This design comes from an exercise in tuning for small area on the open sky130 flow, not from production work. Only simulation tests tie the RTL to the original design; equivalence was not proved. Power figures rest on the tool's default switching activity, not on a simulated workload.

$ cat flow/config.mk
export PLATFORM = sky130hd
export DESIGN_NAME = bubble_pool
export DESIGN_NICKNAME = bubble_pool
export VERILOG_FILES = /design/flow/design.v
export SDC_FILE = /design/flow/constraint.sdc
export NUM_CORES = 4
export LEC_CHECK = 0
export CAP_MARGIN = 20
export CORE_MARGIN = 2
export CORE_UTILIZATION = 40
export SLEW_MARGIN = 20
export CTS_ARGS = -sink_clustering_enable -repair_clock_nets -dont_use_dummy_load -buf_list sky130_fd_sc_hd__clkbuf_16 -sink_clustering_size 30 -sink_clustering_max_diameter 60
export BUFFER_PORTS_ARGS = -buffer_cell sky130_fd_sc_hd__buf_1
$ cat flow/constraint.sdc
create_clock -name core_clock -period 10.0 [get_ports {clk}]
set_input_delay 2.0000 -clock core_clock [delete_from_list [all_inputs] [get_ports {clk}]]
set_output_delay 2.0000 -clock core_clock [all_outputs]
set_load 0.01 [all_outputs]
$ cat flow/design.v
module bubble_hit_test
#(
   parameter int NUM_SLOTS = 8
)(
   input  logic [NUM_SLOTS-1:0]           act,
   input  logic [NUM_SLOTS*2-1:0]         sizes,
   input  logic [NUM_SLOTS*11-1:0]        xns,
   input  logic [NUM_SLOTS*11-1:0]        yns,
   input  logic [10:0]                    px,
   input  logic [10:0]                    py,
   output logic                           hit,
   output logic [$clog2(NUM_SLOTS)-1:0]   slot,
   output logic [1:0]                     size,
   output logic [5:0]                     off_x,
   output logic [5:0]                     off_y
);
   localparam int SW = $clog2(NUM_SLOTS);
   function automatic logic [11:0] sub(input logic [10:0] p, input logic [10:0] qn);
      logic c;
      c = 1'b1;
      for (int k = 0; k < 11; k++) begin
         sub[k] = p[k] ^ qn[k] ^ c;
         c      = (p[k] && qn[k]) || (p[k] && c) || (qn[k] && c);
      end
      sub[11] = c;
   endfunction
   function automatic logic ok(input logic [11:0] t, input logic [1:0] s);
      ok = t[11] && (t[10:6] == 5'd0) &&
           (s == 2'd3 || (!t[5] && (s == 2'd2 || (!t[4] && (s == 2'd1 || !t[3])))));
   endfunction
   logic [NUM_SLOTS-1:0] cov, win;
   logic [11:0] tx [NUM_SLOTS];
   logic [11:0] ty [NUM_SLOTS];
   logic [2:0]  sxn, syn, hx, hy;
   always_comb begin
      for (int i = 0; i < NUM_SLOTS; i++) begin
         tx[i]  = sub(px, xns[i*11 +: 11]);
         ty[i]  = sub(py, yns[i*11 +: 11]);
         cov[i] = act[i] && ok(tx[i], sizes[i*2 +: 2]) && ok(ty[i], sizes[i*2 +: 2]);
      end
   end
   always_comb begin
      hit  = 1'b0;
      slot = '0;
      size = '0;
      sxn  = '0;
      syn  = '0;
      hx   = '0;
      hy   = '0;
      for (int i = 0; i < NUM_SLOTS; i++) begin
         win[i] = cov[i] && !hit;
         if (cov[i]) hit = 1'b1;
         if (win[i]) slot = slot | SW'(i);
         size = size | (sizes[i*2 +: 2] & {2{win[i]}});
         sxn  = sxn | (xns[i*11 +: 3] & {3{win[i]}});
         syn  = syn | (yns[i*11 +: 3] & {3{win[i]}});
         hx   = hx | (tx[i][5:3] & {3{win[i]}});
         hy   = hy | (ty[i][5:3] & {3{win[i]}});
      end
      off_x = {hx, (px[2:0] + sxn + 3'd1) & {3{hit}}};
      off_y = {hy, (py[2:0] + syn + 3'd1) & {3{hit}}};
   end
endmodule
module bubble_pool
#(
   parameter int NUM_SLOTS = 8,
   parameter int MAX_SIZE  = 3,
   parameter int BASE_DIAM = 8,
   parameter int SCREEN_W  = 640,
   parameter int FLOOR_Y   = 440,
   parameter int X_SPEED   = 2,
   parameter int GRAVITY   = 1
)(
   input  logic                          clk,
   input  logic                          reset,
   input  logic                          startOfFrame,
   input  logic                          spawn_valid,
   output logic                          spawn_ready,
   input  logic [2:0]                    spawn_size,
   input  logic [10:0]                   spawn_x,
   input  logic [10:0]                   spawn_y,
   input  logic                          spawn_dir,
   input  logic                          hit_valid,
   input  logic [$clog2(NUM_SLOTS)-1:0]  hit_slot,
   input  logic [10:0]                   pixelX,
   input  logic [10:0]                   pixelY,
   output logic                          drawingRequest,
   output logic [$clog2(NUM_SLOTS)-1:0]  drawSlot,
   output logic [2:0]                    drawSize,
   output logic [10:0]                   offsetX,
   output logic [10:0]                   offsetY,
   output logic [$clog2(NUM_SLOTS):0]    activeCount,
   output logic                          split,
   output logic                          allCleared
);
   localparam int N  = 8;
   localparam int SW = 3;
   localparam logic [1:0] S_IDLE   = 2'd0;
   localparam logic [1:0] S_UPDATE = 2'd1;
   localparam logic [1:0] S_SPLIT  = 2'd2;
   localparam logic [1:0] S_DONE   = 2'd3;
   logic [N-1:0]    s_act, s_pend, s_dir, s_fresh;
   logic [N*2-1:0]  s_size;
   logic [N*11-1:0] s_xn, s_yn;    
   logic [N*6-1:0]  s_vy;
   logic [1:0]  state;
   logic [N-1:0] isel;    
   logic in_idle, in_upd, in_spl, in_done;
   assign in_idle = (state == S_IDLE);
   assign in_upd  = (state == S_UPDATE);
   assign in_spl  = (state == S_SPLIT);
   assign in_done = (state == S_DONE);
   logic [N-1:0] fsel;
   logic         below_full;
   always_comb begin
      below_full = 1'b1;
      for (int i = 0; i < N; i++) begin
         fsel[i]    = below_full && !s_act[i];
         below_full = below_full && s_act[i];
      end
   end
   logic              c_act, c_pend, c_dir, c_fresh;
   logic [1:0]        c_size;
   logic [10:0]       c_x, c_y;
   logic signed [5:0] c_vy;
   always_comb begin
      c_act   = 1'b0;
      c_pend  = 1'b0;
      c_dir   = 1'b0;
      c_fresh = 1'b0;
      c_size  = '0;
      c_x     = '0;
      c_y     = '0;
      c_vy    = '0;
      for (int i = 0; i < N; i++) begin
         c_act   = c_act   | (s_act[i]   & isel[i]);
         c_pend  = c_pend  | (s_pend[i]  & isel[i]);
         c_dir   = c_dir   | (s_dir[i]   & isel[i]);
         c_fresh = c_fresh | (s_fresh[i] & isel[i]);
         c_size  = c_size  | (s_size[i*2 +: 2] & {2{isel[i]}});
         c_x     = c_x     | (~s_xn[i*11 +: 11] & {11{isel[i]}});
         c_y     = c_y     | (~s_yn[i*11 +: 11] & {11{isel[i]}});
         c_vy    = c_vy    | (s_vy[i*6 +: 6] & {6{isel[i]}});
      end
   end
   logic live, upd_split, do_pop, do_move, advance;
   assign live      = in_upd && c_act && !c_fresh;
   assign upd_split = live && c_pend && (c_size != 2'd0);
   assign do_pop    = live && c_pend && (c_size == 2'd0);
   assign do_move   = live && !c_pend;
   assign advance   = (in_upd && !upd_split) || in_spl;
   assign split       = do_pop || in_spl;
   assign allCleared  = in_done && (s_act == '0) && (activeCount != '0);
   assign spawn_ready = !reset && in_idle && !(&s_act);
   logic              m_dir;
   logic [10:0]       m_x, m_y;
   logic [5:0]        m_vy, v;
   logic [11:0]       nx;
   logic [12:0]       ny;
   logic [8:0]        xlim, ylim;
   logic              tx, cv, cy, ya, vb;
   always_comb begin
      xlim = 9'd80 - (9'd1 << c_size);
      ylim = 9'd55 - (9'd1 << c_size);
      nx[0] = c_x[0];
      tx    = 1'b1;
      for (int k = 1; k < 11; k++) begin
         nx[k] = c_x[k] ^ tx;
         tx    = tx & (c_x[k] ~^ c_dir);
      end
      nx[11] = tx & c_dir;
      if (!c_dir && c_x[10:2] == 9'd0 && c_x[1:0] != 2'd3) begin
         m_x   = '0;
         m_dir = 1'b1;
      end else if (nx[11:3] >= xlim) begin
         m_x   = {xlim[7:0], 3'b000};
         m_dir = 1'b0;
      end else begin
         m_x   = nx[10:0];
         m_dir = c_dir;
      end
      cv = 1'b1;
      for (int k = 0; k < 6; k++) begin
         v[k] = c_vy[k] ^ cv;
         cv   = cv & c_vy[k];
      end
      cy = 1'b0;
      for (int k = 0; k < 13; k++) begin
         ya    = (k < 11) ? c_y[k] : 1'b0;
         vb    = (k < 6) ? v[k] : v[5];
         ny[k] = ya ^ vb ^ cy;
         cy    = (ya & vb) | (ya & cy) | (vb & cy);
      end
      if (!ny[12] && ny[11:3] >= ylim) begin
         m_y  = {ylim[7:0], 3'b000};
         m_vy = 6'(-(6'd12 + {2'b00, c_size, 2'b00}));
      end else if (ny[12]) begin
         m_y  = '0;
         m_vy = v;
      end else begin
         m_y  = ny[10:0];
         m_vy = v;
      end
   end
   logic [10:0] w_x, w_y;
   logic [1:0]  w_size;
   logic [5:0]  w_vy;
   logic [1:0]  sp_size;
   assign sp_size = spawn_size[2] ? 2'd3 : spawn_size[1:0];
   assign w_x    = in_idle ? spawn_x : (in_upd ? m_x : c_x);
   assign w_y    = in_idle ? spawn_y : (in_upd ? m_y : c_y);
   assign w_size = in_idle ? sp_size : (c_size - 2'd1);
   assign w_vy   = in_idle ? 6'd0 : (in_upd ? m_vy : -6'sd16);
   logic alloc_go;
   assign alloc_go = in_spl || (in_idle && spawn_valid);
   logic [N-1:0] n_act, n_pend, n_fresh;
   logic [3:0]   n_cnt;
   always_comb begin
      n_cnt = '0;
      for (int i = 0; i < N; i++)
         n_cnt = n_cnt + {3'd0, s_act[i]};
   end
   logic         hit_go;
   assign hit_go = hit_valid && !((in_upd || in_spl) && isel[hit_slot]);
   always_comb begin
      for (int i = 0; i < N; i++) begin
         n_act[i]   = (fsel[i] && alloc_go) || (s_act[i] && !(isel[i] && do_pop));
         n_pend[i]  = !((fsel[i] && alloc_go) || (isel[i] && in_spl)) &&
                      (s_pend[i] || (hit_go && hit_slot == SW'(i)));
         n_fresh[i] = !in_idle && (s_fresh[i] || (fsel[i] && in_spl));
      end
   end
   always_ff @(posedge clk) begin
      s_fresh <= n_fresh;
      s_pend  <= n_pend;
      for (int i = 0; i < N; i++) begin
         if ((isel[i] && do_move) || (fsel[i] && alloc_go)) begin
            s_xn[i*11 +: 11] <= ~w_x;
            s_yn[i*11 +: 11] <= ~w_y;
         end
         if ((isel[i] && (do_move || in_spl)) || (fsel[i] && alloc_go)) begin
            s_vy[i*6 +: 6] <= w_vy;
            s_dir[i]       <= in_idle ? spawn_dir : (in_upd ? m_dir : fsel[i]);
         end
         if ((isel[i] && in_spl) || (fsel[i] && alloc_go))
            s_size[i*2 +: 2] <= w_size;
      end
   end
   logic       h_hit;
   logic [2:0] h_slot;
   logic [1:0] h_size;
   logic [5:0] h_ox, h_oy;
   bubble_hit_test #(
      .NUM_SLOTS (N)
   ) u_hit (
      .act   (s_act),
      .sizes (s_size),
      .xns   (s_xn),
      .yns   (s_yn),
      .px    (pixelX),
      .py    (pixelY),
      .hit   (h_hit),
      .slot  (h_slot),
      .size  (h_size),
      .off_x (h_ox),
      .off_y (h_oy)
   );
   logic [1:0] d_size;
   logic [5:0] d_ox, d_oy;
   assign drawSize = {1'b0, d_size};
   assign offsetX  = {5'd0, d_ox};
   assign offsetY  = {5'd0, d_oy};
   always_ff @(posedge clk or posedge reset) begin
      if (reset) begin
         state          <= S_IDLE;
         isel           <= N'(1);
         activeCount    <= '0;
         s_act          <= '0;
         drawingRequest <= 1'b0;
         drawSlot       <= '0;
         d_size         <= '0;
         d_ox           <= '0;
         d_oy           <= '0;
      end else begin
         case (state)
            S_IDLE:   if (startOfFrame) state <= S_UPDATE;
            S_UPDATE: if (upd_split) state <= S_SPLIT;
                      else if (isel[N-1]) state <= S_DONE;
            S_SPLIT:  state <= isel[N-1] ? S_DONE : S_UPDATE;
            default:  state <= S_IDLE;
         endcase
         if (advance) isel <= {isel[N-2:0], isel[N-1]};
         if (in_done) activeCount <= n_cnt;
         s_act          <= n_act;
         drawingRequest <= h_hit;
         drawSlot       <= h_slot;
         d_size         <= h_size;
         d_ox           <= h_ox;
         d_oy           <= h_oy;
      end
   end
endmodule
$ cat flow/flow/run.sh
#!/bin/bash
# Layout flow: the standard ORFS flow (standard.sh) with these changes to how the layout
# is built:
#  - synthesis is the standard one (synth_recipe.tcl), but ABC maps the logic with the
#    area-oriented script flow/abc_area.script (read through a scripts folder that is ORFS's
#    own, file for file, except for that script);
#  - clock tree synthesis without dummy load cells;
#  - the smallest buffer for the port buffers.
# Each tool's output goes to a log in this folder (synth.log, standard.log); ORFS also keeps
# its per-step logs under orfs/logs/.
set -euo pipefail
work=$(pwd)
mkdir -p scripts_abc
for f in "$FLOW_HOME"/scripts/*; do
  ln -s "$f" scripts_abc/
done
rm scripts_abc/abc_speed.script
cp flow/abc_area.script scripts_abc/abc_speed.script
cat >> config.mk <<'EOC'
export CTS_ARGS = -sink_clustering_enable -repair_clock_nets -dont_use_dummy_load -buf_list sky130_fd_sc_hd__clkbuf_16 -sink_clustering_size 30 -sink_clustering_max_diameter 60
export BUFFER_PORTS_ARGS = -buffer_cell sky130_fd_sc_hd__buf_1
EOC
bash standard.sh SCRIPTS_DIR="$work/scripts_abc" synth > synth.log 2>&1
bash standard.sh > standard.log 2>&1
$ cat flow/flow/abc_area.script
strash
dch
amap
strash
dch
amap
topo
stime -c
$ cat flow/standard.sh
#!/bin/bash
# synth_recipe.tcl (not shown) runs the flow's synth.tcl, then flattens the netlist and writes it again
# the make line also repeats each setting of config.mk as NAME=value (left out here)
make -C /OpenROAD-flow-scripts/flow DESIGN_CONFIG=/design/flow/config.mk WORK_HOME=/design/flow/orfs CLKGATE_MAP_FILE= SYNTH_SCRIPT=/design/flow/synth_recipe.tcl "${@:-finish}"
==> results of run 1 <==
==> flip-flops by register name, summed over array words and instances (netlist names), 2 cells and up <==
signal and count:
s_xn 88, s_yn 88, s_vy 48, s_size 16
isel 8, s_act 8, s_dir 8, s_fresh 8
s_pend 8, d_ox 6, d_oy 6, activeCount 4
drawSlot 3, d_size 2, state 2
==> stage by stage <==
step	instances	hold WS, ns	utilization, %	power [mW]
after floorplan	1410	0.4364	-	1.888
after global placement	2055	0.4503	43.59	2.115
after detailed placement	2055	0.4602	43.59	2.125
after CTS	2081	0.4772	45.14	2.991
after global routing	2081	0.5027	45.16	3.104
final	2081	0.4778	45.16	2.983
==> logic make-up (layout without fill, tap and decap cells) <==
kind of cell,Yosys count,count (layout)
adders and majority gates,177,177
and+or+nand+nor,328,328
xor gates and xnor gates,1,1
other,1,11
buffers and inverters,200,332
AOI/OAI and AO/OA,389,389
DFF,304,304
==> power breakdown <==
group          switching [mW]  internal (mW)
clock network           0.423          0.454
logic                   0.432          0.136
registers              0.0109           1.53
total                   0.866           2.12
==> worst paths after layout <==
path	start	endpoint	slack [ns]	cells after the start
worst max-delay path	isel[1]$_DFFE_PP0N_	s_vy[14]$_DFFE_PP_	1.28	21
worst min-delay path	s_pend[3]$_DFF_P_	s_pend[3]$_DFF_P_	0.48	2
worst max register to register	isel[1]$_DFFE_PP0N_	s_vy[14]$_DFFE_PP_	1.28	21
worst min register to register	s_pend[3]$_DFF_P_	s_pend[3]$_DFF_P_	0.48	2
max in group asynchronous	reset	d_ox[5]$_DFF_PP0_	7.71	2
min in group asynchronous	reset	state[1]$_DFFE_PP0P_	1.62	2
==> final cells by class <==
class | count | area [sq um]
Timing Repair Buffer | 117 | 578.1
Tap cell | 539 | 674.4
Multi-Input combinational cell | 906 | 7560
Sequential cell | 304 | 8770
Inverter | 189 | 709.4
Clock buffer | 26 | 650.6
Fill cell | 3830 | 23000
==> tightest hold or removal path, delay by kind of cell, from the launching register on <==
family        cells  cell delay (ns)
flops             1             0.33
simple gates      2             0.12
==> layer usage <==
layer / global-route usage, % / up-vias / routed length, um
met1: 35.43 / 6313 / 22860
li1: - / 5551 / -
met2: 41.36 / 766 / 26150
met4: 11.25 / 2 / 2538
met5: 0 / - / 8
met3: 4.380 / 150 / 5276
==> cells in the final DEF, fill, tap and decap left out, drive strengths merged, types with 17 or more instances in the layout <==
| cell | count |
|---|---|
| clkinv | 188 |
| edfxtp | 248 |
| a21oi | 54 |
| o21ai | 62 |
| nor3 | 36 |
| fa | 144 |
| clkbuf | 26 |
| a222oi | 33 |
| nand3 | 17 |
| nor2 | 140 |
| nand2 | 54 |
| o221ai | 20 |
| o22ai | 121 |
| nor4 | 30 |
| a22oi | 21 |
| dfrtp | 39 |
| buf | 117 |
| ha | 33 |
==> summary.txt, run 1 <==
Outcome
  • Status: no timing/DRC/antenna violations

STA
  • Final period util: between 80 and 90%
  • Final worst setup slack: between 1 and 1.5 ns
  • Fmax: 114.7 MHz
  • Minimum clock period: 8.718 ns
  • Slew @ Worst Pin: 0.9501 ns
  • RSZ-0062 raised after global routing: false
  • Clk_skew: about 0.076 ns
  • Slew Limit Fails: 0
  • Relative slew slack: a little over a third
  • Final Hold Fails: 0
  • Final setup fails: 0
  • TNS Setup: 0 ns

Final layout
  • Synth-to-Final Area Change: 11.23%
  • Share of cells above drive strength 1: 4.994%
  • ANT cells: 0
  • Nets: 1777
  • Cell area after layout: 18940 sq um

Route
  • Drt via density: 6.142
  • Total wire length after detailed routing: between 50000 and 60000 um
  • Vias: 12.78k
  • Initial DRT Pass Iterations: 5
  • DRT antenna net count: 0
  • Remaining DRCs: 0
  • DRT iter0 DRCs: 1586
  • Wire per inst: about 27 um

Clocking
  • CTS tree: yes
  • CTS Buf Count: 26
  • Clk buf depth: 3
  • CTS Hold Bufs: 0
  • Max H-tree Level: 1
  • Resized Gates After CTS: 0
  • Insertion delay of the later-clocked pin in the worst-skew pair: 0.58 ns
  • Clock transition at path regs: ~0.07 ns
  • Root buf cell: clkbuf_16
  • Clk sinks: 304
  • Post-CTS Setup Bufs: 0

Worst setup path
  • CP max stage cell: a221oi_1
  • Critical path class: reg -> reg
  • Crit-path max FO: 21
  • Crit path max-delay family: adder cells
  • Buf+Inv Stages, Crit Path: 4
  • Peak per-stage delay on the critical path: 0.85 ns
  • Worst EP required: 10.24 ns
  • Critical-path cell list: clkinv_1 > buf_4 > o221ai_1 > ha_1 > clkinv_1 > fa_1 > fa_1 > fa_1 > fa_1 > fa_1 > fa_1 > fa_1 > fa_1 > fa_1 > fa_1 > ha_1 > nand4_1 > o31ai_1 > nor2_1 > clkinv_1 > a221oi_1
  • WP data arrival: around 9 ns
  • Critical path endpoint category: flop
  • Most frequent CP cell: fa_1
  • Startpoint types: flop

Yosys
  • Avg Inst Size Synth: around 12 sq um
  • Complex-gate fraction of the synthesized area: 15.50%
  • Main synth FF type: edfxtp_1
  • Cell taking the most area after synthesis: edfxtp_1
  • XOR/XNOR Fraction of Synth Area: 0.05143%
  • Top cell type's share of synthesized area: between 40% and 50%
  • Synth Register Bits: 304
  • Sequential area share after synthesis: a little over 50%
  • Synth top cells by count: edfxtp_1, clkinv_1, fa_1
  • Number of flops mapped to enable cells by yosys: 248
  • Mux share of post-synthesis cell area: 0%
  • Synth top area cells: edfxtp_1, fa_1, dfrtp_1
  • Synthesized area: 17030 sq um
  • Count leader, synth: edfxtp_1
  • Simple-Gate Fraction of Synth Area: 8.920%
  • Largest family of logic cells by synthesized area: adder cells
  • Yosys warns: 4
  • Cell variety after synth: 47
  • Synth Area in Adders: 19.35%
  • Mapped Cells: 1400
  • FFs w/ async S/R, synth: 13.16%

Job
  • Max-cap violations: 0

Place
  • RePlAce Congestion: roughly 0.9
  • Half-perimeter wire length after placement: just over 40000 um
  • Post-Place Cell Area: about 18000 sq um
  • PortBufs: 80
  • Pre-CTS setup slack: 0.8881 ns

Die
  • Die area: 44240 sq um
  • Ports: between 90 and 100
  • Core outline area: between 40000 and 50000 sq um
  • Die Y: 210.3 um
  • Die Width: ~210 um
  • Rows: 75
  • Initial Utilization: 40.60%

Global routing
  • Initial antenna violation count: 2
  • Vias in the first global route: 13.05k
  • Largest net degree at the start of global routing: 41
  • Global-route wire length before repair: 83580 um
  • Grt total ovfl: 0
  • GRT Total Usage: 26.01%

Power and ir drop
  • Static leakage power: 6.267 nW
  • Max VDD drop: around 0.00012 V
  • P per Cell Area: about 160 nW/um^2

Hold path
  • Hold Path Class: reg -> reg
==> inputs of run 2 (changes only) <==
--- a/flow/flow/run.sh
+++ b/flow/flow/run.sh
@@ -19,3 +19,3 @@
 cat >> config.mk <<'EOC'
-export CTS_ARGS = -sink_clustering_enable -repair_clock_nets -dont_use_dummy_load -buf_list sky130_fd_sc_hd__clkbuf_16 -sink_clustering_size 30 -sink_clustering_max_diameter 60
+export CTS_ARGS = -sink_clustering_enable -repair_clock_nets -dont_use_dummy_load -buf_list "sky130_fd_sc_hd__clkbuf_8 sky130_fd_sc_hd__clkbuf_16" -sink_clustering_size 24 -sink_clustering_max_diameter 60
 export BUFFER_PORTS_ARGS = -buffer_cell sky130_fd_sc_hd__buf_1
--- a/flow/config.mk
+++ b/flow/config.mk
@@ -11,3 +11,3 @@
 export SLEW_MARGIN = 20
-export CTS_ARGS = -sink_clustering_enable -repair_clock_nets -dont_use_dummy_load -buf_list sky130_fd_sc_hd__clkbuf_16 -sink_clustering_size 30 -sink_clustering_max_diameter 60
+export CTS_ARGS = -sink_clustering_enable -repair_clock_nets -dont_use_dummy_load -buf_list "sky130_fd_sc_hd__clkbuf_8 sky130_fd_sc_hd__clkbuf_16" -sink_clustering_size 24 -sink_clustering_max_diameter 60
 export BUFFER_PORTS_ARGS = -buffer_cell sky130_fd_sc_hd__buf_1
==> run 2 against run 1 <==
Design area is the same. Combinational power about the same. Total power is the same. Maximum frequency unchanged. Die area is the same. Core utilization unchanged. First-iteration DRC count is the same. Critical path depth is the same. Largest cell class unchanged. Largest power group unchanged.
==> summary.txt, run 2 <==
Outcome
  • Status: no timing/DRC/antenna violations

Worst setup path
  • Critical path endpoint category: flop
  • Worst Reg-to-Reg Cells: 21 (unchanged)
  • WP data arrival: 8.96 ns (about the same)
  • Critical path class: reg -> reg
  • Startpoint types: flop
  • Worst EP required: 10.24 ns (about the same)
  • Crit-path max FO: 21 (unchanged)

Route
  • Total wire length after detailed routing: 56840 um (unchanged)
  • Wire per inst: 27.31 um (unchanged)
  • DRT iter0 DRCs: 1586 (unchanged)
  • DRT antenna net count: 0 (unchanged)
  • Initial DRT Pass Iterations: 5 (unchanged)
  • Drt via density: 6.142 (unchanged)
  • Vias: 12.78k (unchanged)
  • Remaining DRCs: 0 (unchanged)

Hold path
  • Hold Path Class: reg -> reg
  • Hold Crit Depth: 2 (unchanged)

Final layout
  • Most frequent cells in the layout: edfxtp_1, clkinv_1, fa_1
  • Final core utilization: 45.16% (unchanged)
  • Share of cells above drive strength 1: 4.994% (unchanged)
  • Nets: 1777 (unchanged)
  • ANT cells: 0 (unchanged)
  • Commonest non-fill, non-tap cell in the layout: edfxtp_1
  • Synth-to-Final Area Change: 11.23% (unchanged)
  • Biggest registers after layout: s_xn: 88 flops, s_yn: 88 flops, s_vy: 48 flops

Power and ir drop
  • Max VDD drop: 0.0001225 V (unchanged)
  • Static leakage power: 6.267 nW (unchanged)
  • Overall Power: 2.983 mW (unchanged)
  • P per Cell Area: 157.5 nW/um^2 (unchanged)

STA
  • Minimum clock period: 8.718 ns (unchanged)
  • RSZ-0062 raised after global routing: false
  • Fmax: 114.7 MHz (unchanged)
  • TNS Setup: 0 ns (unchanged)
  • Final Hold Fails: 0 (unchanged)
  • Slew @ Worst Pin: 0.9501 ns (unchanged)
  • Relative slew slack: 36.07% (unchanged)
  • Final setup fails: 0 (unchanged)
  • Final period util: 87.18% (unchanged)
  • Clk_skew: 0.07571 ns (unchanged)
  • Slew Limit Fails: 0 (unchanged)

Die
  • Die Y: 210.3 um (unchanged)
  • Rows: 75 (unchanged)
  • Die Width: 210.3 um (unchanged)
  • Ports: 92 (unchanged)
  • Core outline area: 41950 sq um (unchanged)
  • Initial Utilization: 40.60% (unchanged)
  • Die area: 44240 sq um (unchanged)

Global routing
  • Global-route wire length before repair: 83580 um (unchanged)
  • Initial antenna violation count: 2 (unchanged)
  • Grt total ovfl: 0 (unchanged)
  • GRT Total Usage: 26.01% (unchanged)
  • Largest net degree at the start of global routing: 41 (unchanged)
  • Vias in the first global route: 13.05k (unchanged)

Yosys
  • Count leader, synth: edfxtp_1
  • Synth Register Bits: 304 (unchanged)
  • Avg Inst Size Synth: 12.16 sq um (unchanged)
  • FFs w/ async S/R, synth: 13.16% (unchanged)
  • Synth top cells by count: edfxtp_1, clkinv_1, fa_1
  • Number of flops mapped to enable cells by yosys: 248 (unchanged)
  • Synth top area cells: edfxtp_1, fa_1, dfrtp_1
  • Top cell type's share of synthesized area: 43.73% (unchanged)
  • Sequential area share after synthesis: 51.50% (unchanged)
  • Mapped Cells: 1400 (unchanged)
  • Main synth FF type: edfxtp_1
  • Synthesized area: 17030 sq um (unchanged)
  • Yosys warns: 4 (unchanged)
  • Cell taking the most area after synthesis: edfxtp_1
  • Cell variety after synth: 47 (unchanged)

Place
  • Half-perimeter wire length after placement: 40930 um (unchanged)
  • PortBufs: 80 (unchanged)
  • RePlAce Congestion: 0.9156 (unchanged)

Clocking
  • CTS tree: yes
  • Root buf cell: clkbuf_16
  • Post-CTS Setup Bufs: 0 (unchanged)
  • Clk buf depth: 3 (unchanged)
  • Clock transition at path regs: 0.07 ns (about the same)
  • Max H-tree Level: 1 (unchanged)
  • Clk sinks: 304 (unchanged)
  • CTS Hold Bufs: 0 (unchanged)
  • Insertion delay of the later-clocked pin in the worst-skew pair: 0.58 ns (about the same)
  • CTS Buf Count: 26 (unchanged)
  • Resized Gates After CTS: 0 (unchanged)

Job
  • Max-cap violations: 0 (unchanged)
[run 2: cell counts after synthesis]
Identical to the previous run, type by type.
[run 2: cells by family after synthesis]
| kind of cell | Yosys count | share of synthesized area [%] |
|---|---|---|
| AO/OA/AOI/OAI | 389 | 15.50 |
| AND/OR/NAND/NOR | 328 | 8.920 |
| flip-flops | 304 | 51.50 |
| buffers and inverters | 200 | 4.651 |
| adder cells (fa/ha/maj) | 177 | 19.35 |
| XOR/XNOR | 1 | 0.05144 |
| other | 1 | 0.02202 |
[run 2: path summary, 6_finish.rpt]
kind	start	end	slack, ns
max in group asynchronous	reset	d_ox[5]$_DFF_PP0_	7.71
min	s_pend[3]$_DFF_P_	s_pend[3]$_DFF_P_	0.48
min in group asynchronous	reset	state[1]$_DFFE_PP0P_	1.62
max reg2reg	isel[1]$_DFFE_PP0N_	s_vy[14]$_DFFE_PP_	1.28
max	isel[1]$_DFFE_PP0N_	s_vy[14]$_DFFE_PP_	1.28
min reg2reg	s_pend[3]$_DFF_P_	s_pend[3]$_DFF_P_	0.48
[run 2: routing by layer]
| metal | vias to the layer above | wire length [um] | GRT usage (%) |
|---|---|---|---|
| li1 | 5551 | - | - |
| met4 | 2 | 2538 | 11.25 |
| met1 | 6313 | 22860 | 35.43 |
| met5 | - | 8 | 0 |
| met3 | 150 | 5276 | 4.380 |
| met2 | 766 | 26150 | 41.36 |
[run 2: power by group]
group	switching (mW)	internal (mW)
Combinational	0.432	0.136
Clock	0.423	0.454
Sequential	0.0109	1.53
[run 2: critical path: stages (launching register included)]
cell and delay (ns):
dfrtp_1 0.82, clkinv_1 0.22, buf_4 0.35, o221ai_1 0.31, ha_1 0.21, clkinv_1 0.07
fa_1 0.38, fa_1 0.40, fa_1 0.39, fa_1 0.42, fa_1 0.44, fa_1 0.40
fa_1 0.40, fa_1 0.40, fa_1 0.39, fa_1 0.39, ha_1 0.30, nand4_1 0.14
o31ai_1 0.12, nor2_1 0.54, clkinv_1 0.43, a221oi_1 0.85
[run 2: cell type report]
cell class              instances  area, sq um
fillers                      3830        23000
flip-flops and latches        304         8770
multi-input cells             906         7560
inverters                     189        709.4
well taps                     539        674.4
clock buffers                  26        650.6
repair buffers                117        578.1
[run 2: through the flow]
stage	worst slack, ns	cell area (sq um)	hold slack, ns	std cells
after global routing	0.7924	18940	0.5027	2081
after CTS	1.449	18930	0.4772	2081
final	1.282	18940	0.4778	2081
after floorplan	1.108	17070	0.4364	1410
after global placement	1.062	18280	0.4503	2055
after detailed placement	0.8881	18280	0.4602	2055
==> inputs of run 3 (changes only) <==
--- a/flow/flow/run.sh
+++ b/flow/flow/run.sh
@@ -19,3 +19,4 @@
 cat >> config.mk <<'EOC'
-export CTS_ARGS = -sink_clustering_enable -repair_clock_nets -dont_use_dummy_load -buf_list "sky130_fd_sc_hd__clkbuf_8 sky130_fd_sc_hd__clkbuf_16" -sink_clustering_size 24 -sink_clustering_max_diameter 60
+export CTS_ARGS = -sink_clustering_enable -repair_clock_nets -dont_use_dummy_load -root_buf sky130_fd_sc_hd__clkbuf_8 -buf_list sky130_fd_sc_hd__clkbuf_8 -sink_clustering_buffer sky130_fd_sc_hd__clkbuf_4 -sink_clustering_size 10 -sink_clustering_max_diameter 40
+export SKIP_REPAIR_TIE_FANOUT = 1
 export BUFFER_PORTS_ARGS = -buffer_cell sky130_fd_sc_hd__buf_1
==> flow/flow/abc_area.script (replaced) <==
strash
dch
amap
strash
dch
amap
strash
dch
amap
topo
stime -c
--- a/flow/config.mk
+++ b/flow/config.mk
@@ -11,3 +11,4 @@
 export SLEW_MARGIN = 20
-export CTS_ARGS = -sink_clustering_enable -repair_clock_nets -dont_use_dummy_load -buf_list "sky130_fd_sc_hd__clkbuf_8 sky130_fd_sc_hd__clkbuf_16" -sink_clustering_size 24 -sink_clustering_max_diameter 60
+export CTS_ARGS = -sink_clustering_enable -repair_clock_nets -dont_use_dummy_load -root_buf sky130_fd_sc_hd__clkbuf_8 -buf_list sky130_fd_sc_hd__clkbuf_8 -sink_clustering_buffer sky130_fd_sc_hd__clkbuf_4 -sink_clustering_size 10 -sink_clustering_max_diameter 40
+export SKIP_REPAIR_TIE_FANOUT = 1
 export BUFFER_PORTS_ARGS = -buffer_cell sky130_fd_sc_hd__buf_1
==> run 3 against run 2 <==
Combinational power up 1%. Synthesized cell count down 0.71%. Global-route usage about the same. Clock skew down 0.0096 ns. Critical endpoint is now s_yn[61]$_DFFE_PP_.
==> summary.txt, run 3 <==
Outcome
  • Status: no timing/DRC/antenna violations

Die
  • Rows: 75 (unchanged)
  • Ports: 92 (unchanged)
  • Die area: 44160 sq um (-0.18%)
  • Die Width: 210.1 um (about the same)
  • Core outline area: 41950 sq um (unchanged)
  • Initial Utilization: 40.52% (-0.075 points)
  • Die Y: 210.1 um (about the same)

Yosys
  • Cell variety after synth: 49 (+4.3%)
  • Main synth FF type: edfxtp_1
  • Cell taking the most area after synthesis: edfxtp_1
  • Top cell type's share of synthesized area: 43.81% (+0.080 points)
  • Synth top area cells: edfxtp_1, fa_1, dfrtp_1
  • Count leader, synth: edfxtp_1
  • Number of flops mapped to enable cells by yosys: 248 (unchanged)
  • Mapped Cells: 1390 (-0.71%)
  • Synth Register Bits: 304 (unchanged)
  • Avg Inst Size Synth: 12.23 sq um (+0.53%)
  • Sequential area share after synthesis: 51.59% (+0.095 points)
  • Yosys warns: 4 (unchanged)
  • Synthesized area: 17000 sq um (-0.18%)
  • FFs w/ async S/R, synth: 13.16% (unchanged)
  • Synth top cells by count: edfxtp_1, clkinv_1, fa_1

Global routing
  • GRT Total Usage: 25.98% (-0.028 points)
  • Vias in the first global route: 12.97k (-0.68%)
  • Initial antenna violation count: 0 (-2)
  • Global-route wire length before repair: 83670 um (+0.11%)
  • Largest net degree at the start of global routing: 41 (unchanged)
  • Grt total ovfl: 0 (unchanged)

Worst setup path
  • Worst EP required: 10.29 ns (+0.05 ns)
  • Reg-to-Reg End: s_yn[61]$_DFFE_PP_
  • Most frequent CP cell: fa_1
  • Crit-path max FO: 13 (-38%)
  • Flop2flop setup slack: 0.75 ns (-0.53 ns)
  • Critical path class: reg -> reg
  • Startpoint types: flop
  • WP data arrival: 9.55 ns (+0.59 ns)
  • Buf+Inv Stages, Crit Path: 3 (-1)
  • Worst Reg-to-Reg Cells: 25 (+19%)
  • Critical path endpoint category: flop
  • CP max stage cell: dfstp_2
  • FF-to-FF Start: isel[0]$_DFFE_PP1N_
  • Peak per-stage delay on the critical path: 0.79 ns (-0.06 ns)
  • Crit path max-delay family: adder cells

Clocking
  • CTS Buf Count: 48 (+85%)
  • CTS tree: yes
  • Clock transition at path regs: 0.10 ns (+0.03 ns)
  • Max H-tree Level: 2 (+1)
  • Resized Gates After CTS: 0 (unchanged)
  • Clk sinks: 304 (unchanged)
  • CTS Hold Bufs: 0 (unchanged)
  • Root buf cell: clkbuf_8
  • Insertion delay of the later-clocked pin in the worst-skew pair: 0.63 ns (+0.05 ns)
  • Post-CTS Setup Bufs: 0 (unchanged)
  • Clk buf depth: 3 (unchanged)

STA
  • Clk_skew: 0.06615 ns (-0.009561 ns)
  • Slew Limit Fails: 0 (unchanged)
  • Slew @ Worst Pin: 1.099 ns (+0.1492 ns)
  • Minimum clock period: 9.253 ns (+0.5349 ns)
  • TNS Setup: 0 ns (unchanged)
  • Final Hold Fails: 0 (unchanged)
  • Final worst setup slack: 0.7468 ns (-0.5349 ns)
  • Final setup fails: 0 (unchanged)
  • RSZ-0062 raised after global routing: false
  • Final period util: 92.53% (+5.3 points)
  • Fmax: 108.1 MHz (-5.8%)
  • Relative slew slack: 26.22% (-9.9 points)

Place
  • Half-perimeter wire length after placement: 40430 um (-1.2%)
  • Pre-CTS setup slack: 0.6817 ns (-0.2064 ns)
  • RePlAce Congestion: 0.9444 (+3.1%)
  • PortBufs: 80 (unchanged)
  • Post-Place Cell Area: 18230 sq um (-0.31%)

Final layout
  • Biggest registers after layout: s_xn: 88 flops, s_yn: 88 flops, s_vy: 48 flops
  • Most frequent cells in the layout: edfxtp_1, clkinv_1, fa_1
  • Fill cells: 3830 (unchanged)
  • Commonest non-fill, non-tap cell in the layout: edfxtp_1
  • ANT cells: 0 (unchanged)
  • Multi-input logic area: 7495 sq um (-0.86%)
  • Nets: 1781 (+0.23%)
  • Cell area after layout: 18650 sq um (-1.6%)
  • Synth-to-Final Area Change: 9.695%
  • Share of cells above drive strength 1: 6.598% (+1.6 points)
  • Register area: 8770 sq um (unchanged)

Route
  • DRT antenna net count: 0 (unchanged)
  • Vias: 13.06k (+2.2%)
  • DRT iter0 DRCs: 1597 (+0.69%)
  • Initial DRT Pass Iterations: 6 (+1)
  • Remaining DRCs: 0 (unchanged)
  • Drt via density: 6.265 (+2.0%)
  • Total wire length after detailed routing: 56900 um (+0.11%)
  • Wire per inst: 27.29 um (about the same)

Power and ir drop
  • Internal power: 1.914 mW (-9.6%)
  • P per Cell Area: 149.3 nW/um^2 (-5.2%)
  • Sw Ratio: 31.23% (+2.2 points)
  • Comb pwr share: 20.7% (+1.7 points)
  • Static leakage power: 6.139 nW (-2.0%)
  • Sw Pwr: 0.8690 mW (+0.34%)
  • Clock share of power: 24.0% (-5.4 points)
  • Seq pwr share: 55.4% (+3.9 points)
  • Max VDD drop: 0.0001148 V (-6.3%)

Hold path
  • Hold path start: s_pend[7]$_DFF_P_
  • Hold Path Class: reg -> reg
  • Hold Crit Depth: 2 (unchanged)
  • Hold Path Sink: s_pend[7]$_DFF_P_

Job
  • Max-cap violations: 0 (unchanged)
## run 3: cell types whose count changed after synthesis, sizes merged, moves of 3 or more
cell     previous run  this run
o22ai             121       133
o21ai              62        74
a2111oi             4         1
a22oi              21        25
nor4               30        36
nor3               36        32
a21oi              54        35
nand2              54        49
nand4              10         7
nor2              140       133
o21a                8         5
## run 3: stage by stage
stage / hold slack, ns / utilization (%) / power [mW] / std cells
finish: 0.4853 / 44.45 / 2.783 / 2085
global route: 0.4978 / 44.45 / 2.906 / 2085
CTS: 0.4811 / 44.38 / 2.794 / 2084
detailed placement: 0.4636 / 43.45 / 2.138 / 2036
global placement: 0.4506 / 43.45 / 2.125 / 2036
floorplan: 0.4364 / - / 1.894 / 1390
## run 3: worst max-delay path by stage
stage | from | end | cells past startpoint | slack, ns
after floorplan | pixelX[2] | d_ox[2]$_DFF_PP0_ | 26 | 1.09
after global placement | pixelY[2] | d_oy[2]$_DFF_PP0_ | 28 | 0.68
after detailed placement | pixelY[1] | d_ox[2]$_DFF_PP0_ | 27 | 0.68
after CTS | isel[0]$_DFFE_PP1N_ | s_yn[61]$_DFFE_PP_ | 25 | 0.93
after global routing | isel[0]$_DFFE_PP1N_ | s_yn[61]$_DFFE_PP_ | 25 | 0.52
final | isel[0]$_DFFE_PP1N_ | s_yn[61]$_DFFE_PP_ | 25 | 0.75
## run 3: logic make-up (layout without fill, tap and decap cells)
| family | count (synthesis) | in the layout | share of synthesized area, % |
|---|---|---|---|
| AOI/OAI and AO/OA | 392 | 392 | 15.64 |
| and+or+nand+nor | 315 | 315 | 8.642 |
| adders and majority gates | 177 | 177 | 19.39 |
| other | 1 | 1 | 0.02206 |
| DFF | 304 | 304 | 51.59 |
| buffers and inverters | 200 | 356 | 4.660 |
| xor gates and xnor gates | 1 | 1 | 0.05154 |
## run 3: worst reg2reg max path, stage by stage (launching register included)
cell      delay, ns
dfstp_2        0.79
clkinv_1       0.50
o22ai_1        0.30
nor3_1         0.08
o221ai_1       0.12
ha_1           0.21
clkinv_1       0.07
fa_1           0.37
fa_1           0.40
fa_1           0.39
fa_1           0.42
fa_1           0.40
fa_1           0.39
fa_1           0.39
fa_1           0.39
fa_1           0.39
fa_1           0.39
ha_1           0.28
nand3_1        0.12
nor2b_1        0.07
a21oi_1        0.20
nor2b_1        0.67
clkinv_1       0.51
nor2_1         0.28
nor3_1         0.09
a211oi_1       0.72
## run 3: final cells by class
type,count,area share (%)
clock buffer,48,2.100
sequential,304,47.03
tap,539,3.617
timing repair buffer,119,3.248
inverter,189,3.805
multi-input combinational,886,40.20
## run 3: layer usage
layer  global-route usage, %  up-vias  part of all wire [%]
met5                       0        -                     0
met1                   36.60     6534                    42
met3                   4.708      156                   8.9
met2                   39.92      789                    45
li1                        -     5583                     -
met4                   10.69        0                   4.4
## run 3: power by group through the flow
stage	registers [mW]	logic [mW]	clock network (mW)
final	1.54	0.575	0.667
after global placement	1.57	0.558	0
after floorplan	1.57	0.328	0
after CTS	1.54	0.570	0.683
after global routing	1.54	0.632	0.731
after detailed placement	1.57	0.569	0
==> inputs of run 4 (changes only) <==
--- a/flow/flow/run.sh
+++ b/flow/flow/run.sh
@@ -19,3 +19,3 @@
 cat >> config.mk <<'EOC'
-export CTS_ARGS = -sink_clustering_enable -repair_clock_nets -dont_use_dummy_load -root_buf sky130_fd_sc_hd__clkbuf_8 -buf_list sky130_fd_sc_hd__clkbuf_8 -sink_clustering_buffer sky130_fd_sc_hd__clkbuf_4 -sink_clustering_size 10 -sink_clustering_max_diameter 40
+export CTS_ARGS = -sink_clustering_enable -repair_clock_nets -dont_use_dummy_load -root_buf sky130_fd_sc_hd__clkbuf_8 -buf_list sky130_fd_sc_hd__clkbuf_4 -sink_clustering_buffer sky130_fd_sc_hd__clkbuf_2 -sink_clustering_size 6 -sink_clustering_max_diameter 30
 export SKIP_REPAIR_TIE_FANOUT = 1
--- a/flow/config.mk
+++ b/flow/config.mk
@@ -11,3 +11,3 @@
 export SLEW_MARGIN = 20
-export CTS_ARGS = -sink_clustering_enable -repair_clock_nets -dont_use_dummy_load -root_buf sky130_fd_sc_hd__clkbuf_8 -buf_list sky130_fd_sc_hd__clkbuf_8 -sink_clustering_buffer sky130_fd_sc_hd__clkbuf_4 -sink_clustering_size 10 -sink_clustering_max_diameter 40
+export CTS_ARGS = -sink_clustering_enable -repair_clock_nets -dont_use_dummy_load -root_buf sky130_fd_sc_hd__clkbuf_8 -buf_list sky130_fd_sc_hd__clkbuf_4 -sink_clustering_buffer sky130_fd_sc_hd__clkbuf_2 -sink_clustering_size 6 -sink_clustering_max_diameter 30
 export SKIP_REPAIR_TIE_FANOUT = 1
==> run 4 against run 3 <==
Clock skew increased by 0.031 ns. Maximum frequency increased by 1.4%. Synthesized cell count unchanged. Sequential power about the same. Routed wire length increased by 0.45%. Non-clock buffer count unchanged. Design area increased by 0.35%. Total power increased by 1.5%. Final cell count increased by 1.3%. Global-route usage increased by 0.15 points. Die area unchanged. Register-to-register slack improved by 0.12 ns.
==> summary.txt, run 4 <==
Outcome
  • Status: no timing/DRC/antenna violations

Yosys
  • Cell taking the most area after synthesis: edfxtp_1
  • FFs w/ async S/R, synth: 13.16% (unchanged)
  • Complex-gate fraction of the synthesized area: 15.64% (unchanged)
  • Mapped Cells: 1390 (unchanged)
  • Synth top area cells: edfxtp_1, fa_1, dfrtp_1
  • Mux share of post-synthesis cell area: 0% (unchanged)
  • Synth top cells by count: edfxtp_1, clkinv_1, fa_1
  • Largest family of logic cells by synthesized area: adder cells
  • Sequential area share after synthesis: 51.59% (unchanged)
  • Synth Register Bits: 304 (unchanged)
  • Avg Inst Size Synth: 12.23 sq um (unchanged)
  • Synth Area in Adders: 19.39% (unchanged)
  • Simple-Gate Fraction of Synth Area: 8.642% (unchanged)
  • Count leader, synth: edfxtp_1
  • Top cell type's share of synthesized area: 43.81% (unchanged)
  • Cell variety after synth: 49 (unchanged)
  • Main synth FF type: edfxtp_1
  • XOR/XNOR Fraction of Synth Area: 0.05153% (unchanged)
  • Number of flops mapped to enable cells by yosys: 248 (unchanged)
  • Yosys warns: 4 (unchanged)
  • Synthesized area: 17000 sq um (unchanged)

Global routing
  • GRT Total Usage: 26.13% (+0.15 points)
  • Largest net degree at the start of global routing: 41 (unchanged)
  • Grt total ovfl: 0 (unchanged)
  • Initial antenna violation count: 0 (unchanged)
  • Vias in the first global route: 13.26k (+2.2%)
  • Global-route wire length before repair: 84010 um (+0.40%)

Die
  • Die Y: 210.1 um (unchanged)
  • Ports: 92 (unchanged)
  • Die area: 44160 sq um (unchanged)
  • Core outline area: 41950 sq um (unchanged)
  • Die Width: 210.1 um (unchanged)
  • Rows: 75 (unchanged)
  • Initial Utilization: 40.52% (unchanged)

STA
  • Relative slew slack: 26.68% (+0.46 points)
  • Fmax: 109.5 MHz (+1.4%)
  • Hold slack: 0.4801 ns (-0.005203 ns)
  • Clk_skew: 0.09709 ns (+0.03095 ns)
  • RSZ-0062 raised after global routing: false
  • Minimum clock period: 9.129 ns (-0.1242 ns)
  • Final Hold Fails: 0 (unchanged)
  • TNS Setup: 0 ns (unchanged)
  • Final period util: 91.29% (-1.2 points)
  • Slew @ Worst Pin: 1.094 ns (-0.005445 ns)
  • Slew Limit Fails: 0 (unchanged)
  • Final setup fails: 0 (unchanged)

Final layout
  • Share of cells above drive strength 1: 8.201% (+1.6 points)
  • Synth-to-Final Area Change: 10.08%
  • Biggest registers after layout: s_xn: 88 flops, s_yn: 88 flops, s_vy: 48 flops
  • Cell area after layout: 18710 sq um (+0.35%)
  • Commonest non-fill, non-tap cell in the layout: edfxtp_1
  • Most frequent cells in the layout: edfxtp_1, clkinv_1, fa_1
  • Nets: 1808 (+1.5%)

Route
  • Total wire length after detailed routing: 57160 um (+0.45%)
  • Vias: 13.11k (+0.40%)
  • DRT iter0 DRCs: 1652 (+3.4%)
  • Remaining DRCs: 0 (unchanged)
  • Initial DRT Pass Iterations: 7 (+1)
  • Drt via density: 6.206 (-0.93%)
  • DRT antenna net count: 0 (unchanged)
  • Wire per inst: 27.05 um (-0.88%)

Worst setup path
  • Most frequent CP cell: fa_1
  • Crit path max-delay family: adder cells
  • Peak per-stage delay on the critical path: 0.77 ns (-0.02 ns)
  • Worst EP required: 10.24 ns (-0.05 ns)
  • Crit-path max FO: 13 (unchanged)
  • WP data arrival: 9.37 ns (-0.18 ns)
  • Buf+Inv Stages, Crit Path: 3 (unchanged)
  • Startpoint types: flop
  • Flop2flop setup slack: 0.87 ns (+0.12 ns)
  • Critical path endpoint category: flop
  • CP max stage cell: dfstp_2
  • Critical path class: reg -> reg

Place
  • RePlAce Congestion: 0.9444 (unchanged)
  • Post-Place Cell Area: 18230 sq um (unchanged)
  • Half-perimeter wire length after placement: 40430 um (unchanged)
  • PortBufs: 80 (unchanged)

Clocking
  • CTS tree: yes
  • Clk buf depth: 3 (unchanged)
  • Root buf cell: clkbuf_8
  • Resized Gates After CTS: 0 (unchanged)
  • Insertion delay of the later-clocked pin in the worst-skew pair: 0.62 ns (about the same)
  • Post-CTS Setup Bufs: 0 (unchanged)
  • Max H-tree Level: 3 (+1)
  • Clock transition at path regs: 0.08 ns (-0.02 ns)
  • Clk sinks: 304 (unchanged)
  • CTS Hold Bufs: 0 (unchanged)
  • CTS Buf Count: 75 (+56%)

Power and ir drop
  • Overall Power: 2.825 mW (+1.5%)
  • Max VDD drop: 0.0001224 V (+6.6%)
  • P per Cell Area: 151.0 nW/um^2 (+1.1%)
  • Static leakage power: 6.245 nW (+1.7%)

Hold path
  • Hold Path Class: reg -> reg

Job
  • Max-cap violations: 0 (unchanged)
[run 4: power by group]
| part | internal (mW) | leakage [nW] | switching (mW) |
|---|---|---|---|
| Sequential | 1.53 | 2.79 | 0.0112 |
| Clock | 0.256 | 0.339 | 0.451 |
| Combinational | 0.141 | 3.12 | 0.435 |
| Total | 1.93 | 6.24 | 0.898 |
[run 4: area by class of cell]
type	count	area, sq um
clock buffers	75	454.2
inverters	189	709.4
repair buffers	119	605.6
flip-flops and latches	304	8770
well taps	539	674.4
diodes	1	2.502
multi-input cells	886	7495
fillers	3842	23240
[run 4: worst register-to-register path, stage by stage, from the launching register on]
cell and delay, ns:
dfstp_2 0.77, clkinv_1 0.50, o22ai_1 0.29, nor3_1 0.08, o221ai_1 0.12, ha_1 0.21, clkinv_1 0.07, fa_1 0.37
fa_1 0.40, fa_1 0.39, fa_1 0.41, fa_1 0.40, fa_1 0.39, fa_1 0.39, fa_1 0.39, fa_1 0.39
fa_1 0.39, ha_1 0.28, nand3_1 0.12, nor2b_1 0.07, a21oi_1 0.20, nor2b_1 0.63, clkinv_1 0.49, nor2_1 0.27
nor3_1 0.09, a211oi_1 0.70
[run 4: metal layers]
layer	share of wire [%]	up-vias	track usage [%]
met5	0	-	0
met4	4.0	0	11.71
met3	10	143	4.812
met2	45	866	40.18
met1	41	6479	36.35
li1	-	5626	-
[run 4: final timing paths]
| check | cells past startpoint | endpoint | startpoint |
|---|---|---|---|
| worst min-delay path | 2 | s_pend[7]$_DFF_P_ | s_pend[7]$_DFF_P_ |
| min in group asynchronous | 2 | state[0]$_DFFE_PP0P_ | reset |
| max in group asynchronous | 3 | isel[0]$_DFFE_PP1N_ | reset |
| worst max register to register | 25 | s_yn[6]$_DFFE_PP_ | isel[0]$_DFFE_PP1N_ |
| worst max-delay path | 25 | s_yn[6]$_DFFE_PP_ | isel[0]$_DFFE_PP1N_ |
| worst min register to register | 2 | s_pend[7]$_DFF_P_ | s_pend[7]$_DFF_P_ |
[run 4: cell families after synthesis]
group,after synthesis
buffers and inverters,200
XOR/XNOR,1
AND/OR/NAND/NOR,315
adder cells (fa/ha/maj),177
other,1
flip-flops,304
AO/OA/AOI/OAI,392
[run 4: stage by stage]
step	utilization [%]	setup WS, ns	std cells
floorplan	-	1.086	1390
global placement	43.45	0.6819	2036
detailed placement	43.45	0.6817	2036
CTS	44.53	0.9261	2111
global route	44.60	0.4942	2112
finish	44.61	0.8710	2113
==> inputs of run 5 (changes only) <==
--- a/flow/flow/run.sh
+++ b/flow/flow/run.sh
@@ -19,3 +19,3 @@
 cat >> config.mk <<'EOC'
-export CTS_ARGS = -sink_clustering_enable -repair_clock_nets -dont_use_dummy_load -root_buf sky130_fd_sc_hd__clkbuf_8 -buf_list sky130_fd_sc_hd__clkbuf_4 -sink_clustering_buffer sky130_fd_sc_hd__clkbuf_2 -sink_clustering_size 6 -sink_clustering_max_diameter 30
+export CTS_ARGS = -sink_clustering_enable -repair_clock_nets -dont_use_dummy_load -buf_list sky130_fd_sc_hd__clkbuf_8 -sink_clustering_size 20 -sink_clustering_max_diameter 55
 export SKIP_REPAIR_TIE_FANOUT = 1
==> flow/config.mk (replaced) <==
export PLATFORM = sky130hd
export DESIGN_NAME = bubble_pool
export DESIGN_NICKNAME = bubble_pool
export VERILOG_FILES = /design/flow/design.v
export SDC_FILE = /design/flow/constraint.sdc
export NUM_CORES = 4
export LEC_CHECK = 0
export CAP_MARGIN = 20
export CORE_MARGIN = 2
export CORE_UTILIZATION = 55
export SLEW_MARGIN = 20
export CTS_ARGS = -sink_clustering_enable -repair_clock_nets -dont_use_dummy_load -buf_list sky130_fd_sc_hd__clkbuf_8 -sink_clustering_size 20 -sink_clustering_max_diameter 55
export SKIP_REPAIR_TIE_FANOUT = 1
export BUFFER_PORTS_ARGS = -buffer_cell sky130_fd_sc_hd__buf_1
==> run 5 against run 4 <==
Synthesized cell count did not move. Sequential share of layout area rose by 0.55 points. Core utilization rose by 16 points. Clock power shrank 6.5%. Sequential power hardly changed. Synthesized area unchanged. Hold slack worse by 0.00086 ns. Maximum frequency up 2.0%.
==> summary.txt, run 5 <==
Power and ir drop
  • Max VDD drop: 0.0001193 V (-2.5%)
  • P per Cell Area: 150.1 nW/um^2 (-0.55%)
  • Static leakage power: 6.125 nW (-1.9%)
  • Overall Power: 2.776 mW (-1.7%)

Place
  • Pre-CTS setup slack: 0.8402 ns (+0.1585 ns)
  • Placed cell count: 1896 (-6.9%)
  • RePlAce Congestion: 0.9779 (+3.5%)
  • PortBufs: 80 (unchanged)
  • Half-perimeter wire length after placement: 40740 um (+0.76%)

Worst setup path
  • WP data arrival: 9.25 ns (-0.12 ns)
  • Startpoint types: flop
  • Worst Reg-to-Reg Cells: 23 (-8.0%)
  • CP max stage cell: a211oi_1
  • Buf+Inv Stages, Crit Path: 2 (-1)
  • Reg-to-Reg End: s_yn[50]$_DFFE_PP_
  • Critical path class: reg -> reg
  • Critical path endpoint category: flop
  • Flop2flop setup slack: 1.05 ns (+0.18 ns)
  • Worst EP required: 10.30 ns (+0.06 ns)
  • Most frequent CP cell: fa_1
  • Crit-path max FO: 12 (-1)
  • Peak per-stage delay on the critical path: 0.77 ns (about the same)
  • FF-to-FF Start: isel[4]$_DFFE_PP0N_
  • Critical-path cell list: a222oi_1 > nand3_1 > ha_1 > clkinv_1 > fa_1 > fa_1 > fa_1 > fa_1 > fa_1 > fa_1 > fa_1 > fa_1 > fa_1 > fa_1 > ha_1 > nand3_1 > nor2b_1 > a21oi_1 > nor2b_1 > clkinv_1 > nor2_1 > nor3_1 > a211oi_1
  • Crit path max-delay family: adder cells

Global routing
  • Global-route wire length before repair: 82740 um (-1.5%)
  • Grt total ovfl: 0 (unchanged)
  • Vias in the first global route: 12.72k (-4.0%)
  • GRT Total Usage: 34.72% (+8.6 points)
  • Largest net degree at the start of global routing: 41 (unchanged)
  • Initial antenna violation count: 0 (unchanged)

Yosys
  • Mapped Cells: 1390 (unchanged)
  • Avg Inst Size Synth: 12.23 sq um (unchanged)
  • Sequential area share after synthesis: 51.59% (unchanged)
  • Synth top cells by count: edfxtp_1, clkinv_1, fa_1
  • Count leader, synth: edfxtp_1
  • FFs w/ async S/R, synth: 13.16% (unchanged)
  • Cell taking the most area after synthesis: edfxtp_1
  • Synth Register Bits: 304 (unchanged)
  • Top cell type's share of synthesized area: 43.81% (unchanged)
  • Synth top area cells: edfxtp_1, fa_1, dfrtp_1
  • Main synth FF type: edfxtp_1
  • Yosys warns: 4 (unchanged)
  • Synthesized area: 17000 sq um (unchanged)
  • Cell variety after synth: 49 (unchanged)
  • Number of flops mapped to enable cells by yosys: 248 (unchanged)

Clocking
  • Post-CTS Setup Bufs: 0 (unchanged)
  • Clk sinks: 304 (unchanged)
  • CTS tree: yes
  • Clk buf depth: 3 (unchanged)
  • Clock transition at path regs: 0.11 ns (+0.03 ns)
  • CTS Hold Bufs: 0 (unchanged)
  • Resized Gates After CTS: 0 (unchanged)
  • Insertion delay of the later-clocked pin in the worst-skew pair: 0.65 ns (+0.03 ns)
  • Max H-tree Level: 1 (-2)
  • CTS Buf Count: 30 (-60%)
  • Root buf cell: clkbuf_8

Final layout
  • Commonest non-fill, non-tap cell in the layout: edfxtp_1
  • Biggest registers after layout: s_xn: 88 flops, s_yn: 88 flops, s_vy: 48 flops
  • Fill cells: 2476 (-36%)
  • Share of cells above drive strength 1: 5.556% (-2.6 points)
  • Layout Cells excl Fill: 1926 (-8.8%)
  • Nets: 1765 (-2.4%)
  • ANT cells: 0 (-1)
  • Most frequent cells in the layout: edfxtp_1, clkinv_1, fa_1
  • Synth-to-Final Area Change: 8.796%

STA
  • Final period util: 89.48% (-1.8 points)
  • Fmax: 111.8 MHz (+2.0%)
  • Relative slew slack: 25.94% (-0.74 points)
  • Clk_skew: 0.1026 ns (+0.005465 ns)
  • TNS Setup: 0 ns (unchanged)
  • Final worst setup slack: 1.052 ns (+0.1810 ns)
  • Final setup fails: 0 (unchanged)
  • Slew @ Worst Pin: 1.099 ns (+0.005430 ns)
  • RSZ-0062 raised after global routing: false
  • Slew Limit Fails: 0 (unchanged)
  • Minimum clock period: 8.948 ns (-0.1810 ns)
  • Final Hold Fails: 0 (unchanged)

Die
  • Rows: 64 (-15%)
  • Die area: 32330 sq um (-27%)
  • Ports: 92 (unchanged)
  • Die Width: 179.8 um (-14%)
  • Core outline area: 30510 sq um (-27%)
  • Die Y: 179.8 um (-14%)
  • Initial Utilization: 55.71% (+15 points)

Route
  • Wire per inst: 29.19 um (+7.9%)
  • Remaining DRCs: 0 (unchanged)
  • Vias: 13.03k (-0.63%)
  • Drt via density: 6.766 (+9.0%)
  • DRT iter0 DRCs: 1877 (+14%)
  • Total wire length after detailed routing: 56220 um (-1.6%)
  • Initial DRT Pass Iterations: 8 (+1)
  • DRT antenna net count: 0 (unchanged)

Job
  • Max-cap violations: 0 (unchanged)

Hold path
  • Hold Path Sink: s_fresh[7]$_DFF_P_
  • Hold Crit Depth: 2 (unchanged)
  • Hold Path Class: reg -> reg
  • Hold path start: s_fresh[7]$_DFF_P_

Outcome
  • Status: no timing/DRC/antenna violations
[run 5: cell counts after synthesis]
Identical to the previous run, type by type.
[run 5: stage by stage]
step / area (sq um) / util, % / hold WS, ns
final: 18490 / 60.61 / 0.4792
after global routing: 18490 / 60.61 / 0.5000
after floorplan: 17000 / - / 0.4364
after detailed placement: 18070 / 59.24 / 0.4547
after CTS: 18490 / 60.59 / 0.4754
after global placement: 18070 / 59.24 / 0.4499
[run 5: worst max path at each step]
stage | start | to | slack (ns) | depth (start not counted)
2_1_floorplan | pixelX[2] | d_ox[2]$_DFF_PP0_ | 1.09 | 26
4_1_cts | isel[4]$_DFFE_PP0N_ | s_yn[61]$_DFFE_PP_ | 1.16 | 23
5_1_grt | isel[4]$_DFFE_PP0N_ | s_yn[28]$_DFFE_PP_ | 0.76 | 23
3_5_place_dp | pixelY[1] | d_ox[2]$_DFF_PP0_ | 0.84 | 27
6_report | isel[4]$_DFFE_PP0N_ | s_yn[50]$_DFFE_PP_ | 1.05 | 23
3_3_place_gp | pixelX[1] | d_ox[2]$_DFF_PP0_ | 0.92 | 27
[run 5: logic make-up (layout without fill, tap and decap cells)]
kind of cell               count (synthesis)  after routing  share of synthesized area (%)
xor gates and xnor gates                   1              1                        0.05154
other                                      1              1                        0.02206
and+or+nand+nor                          315            315                          8.642
adders and majority gates                177            177                          19.39
DFF                                      304            304                          51.59
AOI/OAI and AO/OA                        392            392                          15.64
buffers and inverters                    200            340                          4.660
[run 5: layout make-up]
cell class / count / area [sq um] / area share (%)
Sequential cell: 304 / 8770 / 47.42
Multi-Input combinational cell: 886 / 7497 / 40.54
Inverter: 189 / 709.4 / 3.836
Timing Repair Buffer: 121 / 608.1 / 3.288
Tap cell: 396 / 495.5 / 2.679
Clock buffer: 30 / 412.9 / 2.233
[run 5: layer usage]
layer / wire, um / vias to the layer above / part of all wire [%] / global-route usage, %
li1: - / 5503 / - / -
met1: 23380 / 6541 / 42 / 51.24
met2: 24740 / 859 / 44 / 52.21
met3: 5944 / 129 / 11 / 6.280
met4: 2150 / 0 / 3.8 / 12.42
met5: 0 / - / 0 / 0
[run 5: worst reg2reg max path, stage by stage, from the launching register on]
cell	delay, ns
dfrtp_1	0.64
a222oi_1	0.45
nand3_1	0.23
ha_1	0.35
clkinv_1	0.11
fa_1	0.42
fa_1	0.39
fa_1	0.41
fa_1	0.42
fa_1	0.40
fa_1	0.39
fa_1	0.38
fa_1	0.38
fa_1	0.39
fa_1	0.39
ha_1	0.28
nand3_1	0.11
nor2b_1	0.07
a21oi_1	0.19
nor2b_1	0.63
clkinv_1	0.45
nor2_1	0.24
nor3_1	0.09
a211oi_1	0.77
[run 5: power by group]
part | internal [mW] | leakage [nW] | total [mW] | switching [mW]
Combinational | 0.137 | 3.12 | 0.572 | 0.436
Clock | 0.264 | 0.216 | 0.662 | 0.398
Sequential | 1.53 | 2.79 | 1.54 | 0.0124
Total | 1.93 | 6.12 | 2.78 | 0.846

==> static timing again, ports no longer ideal <==
No port has a modelled driver above. Below, the same layouts with a new extraction and two added sets of constraints.
Step 1 assumes that a clkbuf_16 drives the clock port and a buf_2 every other input.
Step 2 moves the port delays by t, midway between the first and last clock arrival at a register: inputs arrive t later, outputs are due t later. That takes back most of the time a late clock gives input paths.
Slacks: ideal ports / drivers / drivers and shift; pairs: ideal ports / drivers.
run | t (ns) | slack for setup (ns) | worst setup path at the end
run 1 | 0.597 | 1.282 / 1.282 / 0.757 | input to register
run 2 | 0.597 | 1.282 / 1.282 / 0.757 | input to register
run 3 | 0.644 | 0.747 / 0.747 / 0.554 | input to register
run 4 | 0.625 | 0.871 / 0.871 / 0.558 | input to register
run 5 | 0.652 | 1.052 / 1.052 / 0.742 | input to register
After both steps every run listed still meets setup and hold.
